This is an optimization exercise on Yosys and OpenROAD, whose aim is small area, not a production implementation. Only simulation tests tie the RTL to the original design; equivalence was not proved.

Setup of red:
==> flow/design.v <==
module mips32_mem_responder #(
    parameter int DEPTH = 32,
    parameter int AW    = 5
) (
    input  logic          clk,
    input  logic          rst,
    input  logic          if_req_i,
    input  logic [31:0]   if_addr_i,
    output logic          if_ack_o,
    output logic [31:0]   if_rdata_o,
    input  logic          dm_req_i,
    input  logic          dm_we_i,
    input  logic [31:0]   dm_addr_i,
    input  logic [31:0]   dm_wdata_i,
    output logic          dm_ack_o,
    output logic [31:0]   dm_rdata_o,
    output logic          err_o,
    input  logic          prog_we_i,
    input  logic [AW-1:0] prog_addr_i,
    input  logic [31:0]   prog_data_i,
    output logic          prog_ready_o
);
    logic [1:0]       state_q;
    logic [31:0]      mem_q [0:DEPTH-1];
    logic [DEPTH-1:0] valid_q;
    logic             dm_last_q;    
    logic             oor_q;
    logic [31:0]      rdata_q;
    logic [31:0]      if_rdata_q, dm_rdata_q;
    logic             idle, access, resp, ack;
    logic             grant_dm_d;
    logic             start;
    logic             if_in_range, dm_in_range, r_in_range;
    logic [AW-1:0]    ridx;
    logic             wen;
    logic [AW-1:0]    widx;
    logic [31:0]      wdata;
    logic [DEPTH-1:0] rsel, wsel;
    logic [31:0]      rword;
    logic             ld_if, ld_dm;
    assign idle   = !state_q[1];
    assign access = state_q[1] && !state_q[0];
    assign resp   = state_q[1] && state_q[0];
    assign ack    = !state_q[1] && state_q[0];
    assign grant_dm_d  = dm_req_i && (!if_req_i || !dm_last_q);
    assign start       = idle && !prog_we_i && (if_req_i || dm_req_i);
    assign if_in_range = (if_addr_i[31:AW] == '0);
    assign dm_in_range = (dm_addr_i[31:AW] == '0);
    assign r_in_range  = grant_dm_d ? dm_in_range : if_in_range;
    assign ridx        = grant_dm_d ? dm_addr_i[AW-1:0] : if_addr_i[AW-1:0];
    assign wen   = (idle && prog_we_i) || (start && grant_dm_d && dm_we_i && dm_in_range);
    assign widx  = prog_we_i ? prog_addr_i : dm_addr_i[AW-1:0];
    assign wdata = prog_we_i ? prog_data_i : dm_wdata_i;
    always_comb begin
        for (int i = 0; i < DEPTH; i++) begin
            rsel[i] = idle && r_in_range && valid_q[i] && (ridx == AW'(i));
            wsel[i] = wen && (widx == AW'(i));
        end
        rword = '0;
        for (int i = 0; i < DEPTH; i++)
            rword = rword | (mem_q[i] & {32{rsel[i]}});
    end
    always_ff @(posedge clk) begin
        for (int i = 0; i < DEPTH; i++)
            mem_q[i] <= (mem_q[i] & {32{valid_q[i] && !wsel[i]}}) | (wdata & {32{wsel[i]}});
        rdata_q <= (rdata_q & {32{access}}) | rword;
    end
    assign ld_if = resp && !dm_last_q;
    assign ld_dm = resp && dm_last_q;
    always_ff @(posedge clk or posedge rst) begin
        if (rst) begin
            state_q    <= 2'b00;
            valid_q    <= '0;
            dm_last_q  <= 1'b1;
            oor_q      <= 1'b0;
            if_rdata_q <= '0;
            dm_rdata_q <= '0;
        end else begin
            valid_q    <= valid_q | wsel;
            if_rdata_q <= (if_rdata_q & {32{!ld_if}}) | (rdata_q & {32{ld_if}});
            dm_rdata_q <= (dm_rdata_q & {32{!ld_dm}}) | (rdata_q & {32{ld_dm}});
            state_q[1] <= start || access;
            state_q[0] <= state_q[1];
            if (start) begin
                dm_last_q <= grant_dm_d;
                oor_q     <= !r_in_range;
            end
        end
    end
    assign prog_ready_o = idle && prog_we_i && !rst;
    assign if_ack_o     = ack && !dm_last_q;
    assign dm_ack_o     = ack && dm_last_q;
    assign err_o        = ack && oor_q;
    assign if_rdata_o   = if_rdata_q;
    assign dm_rdata_o   = dm_rdata_q;
endmodule
Settings: LEC_CHECK=0, CAP_MARGIN=10, CORE_MARGIN=2, CORE_UTILIZATION=65, GPL_TIMING_DRIVEN=0, SLEW_MARGIN=10; clock period 5.0 ns.
standard.sh (not shown) runs the stock make flow with config.mk's settings and CLKGATE_MAP_FILE= SYNTH_SCRIPT=/design/flow/synth_recipe.tcl, a recipe that flattens the netlist after the stock synthesis.
==> flow/flow/run.sh <==
#!/bin/bash
# Layout flow: the standard synthesis, then a hand-mapped netlist that keeps its
# flip-flops (names, cells, Q nets) and rebuilds the logic in front of them,
# then the standard ORFS flow from floorplan to finish on that netlist.
set -euo pipefail
R=orfs/results/$FLOW_PLATFORM/mips32_mem_responder/base

# 1. standard synthesis, whose registers the layout keeps
bash standard.sh synth > log_std_synth.txt 2>&1
cp $R/1_2_yosys.v std_synth.v

# 2. hand-mapped netlist
python3 flow/gen.py std_synth.v hand.v > log_gen.txt 2>&1

# 3. the standard flow on it
mkdir -p std_synth_run
mv orfs std_synth_run/
export SYNTH_NETLIST_FILES=$PWD/hand.v
export BUFFER_PORTS_ARGS="-buffer_cell sky130_fd_sc_hd__buf_1"
export CTS_ARGS="$(cat flow/cts_args.txt)"
bash standard.sh > log_flow.txt 2>&1
Other scripts of this flow, unchanged in this note and not shown: flow/flow/cts_args.txt, flow/flow/gen.py
red was carried through to the last stage, and its layout satisfied the timing, DRC and antenna checks.
### red -> orange
-- flow/config.mk --
<<< red, line 9
export CORE_MARGIN = 2
export CORE_UTILIZATION = 65
export GPL_TIMING_DRIVEN = 0
export SLEW_MARGIN = 10
>>> orange, line 9
export CORE_MARGIN = 2
export CORE_UTILIZATION = 65
export SLEW_MARGIN = 10
Results
orange: PASS, flow complete, no timing, DRC or antenna violations. The shortest period the worst path allows reported for orange is smaller than that of red by 170 ps. | post-placement setup slack | orange vs red | 140 ps higher |. orange ended up with dm_addr_i[5] as its launch point of the critical path; red ended up with dm_last_q$_DFFE_PP1P_. orange vs red, type of the setup path with the least slack: in -> reg vs reg -> reg. Delta (orange minus red): number of buffers other than clock buffers in the final layout saw an increase; global routing usage on met2 lost 0.90 points; final standard cell count with taps included and fillers excluded increased 53. Cmp red and orange / critical path depth / higher: orange. Final wirelength, red and orange: larger value in orange.

-- afterwards: timing with drivers on the ports --
How much do the figures lean on ideal ports? The routed layouts below were timed once more, with nothing changed but the port constraints.
Step 1 assumes that a clkbuf_16 drives the clock port and a buf_2 every other input.
Step 2 adds t to the input delays and takes it off the output delays; t is the mean of the earliest and latest rising clock arrival at the registers after step 1. Input paths then give back, and output paths get back, about the clock's delay inside the block.
Slacks: no drivers / after step 1 / after step 2; pairs: no drivers / after step 1.
run | t, ns | setup WS [ns] | worst hold slack (ns) | worst data-port slew with drivers (ns)
red | 0.755 | 0.435 / 0.435 / -0.260 | 0.452 / 0.413 / 0.487 | 0.05
orange | 0.769 | 0.604 / 0.630 / -0.139 | 0.481 / 0.481 / 0.481 | 0.05
Met with ideal ports but missed after step 2: setup timing in red and orange. For orange, which loses most, drivers alone change the setup slack by +0.026 ns; drivers and shift together by -0.743 ns.
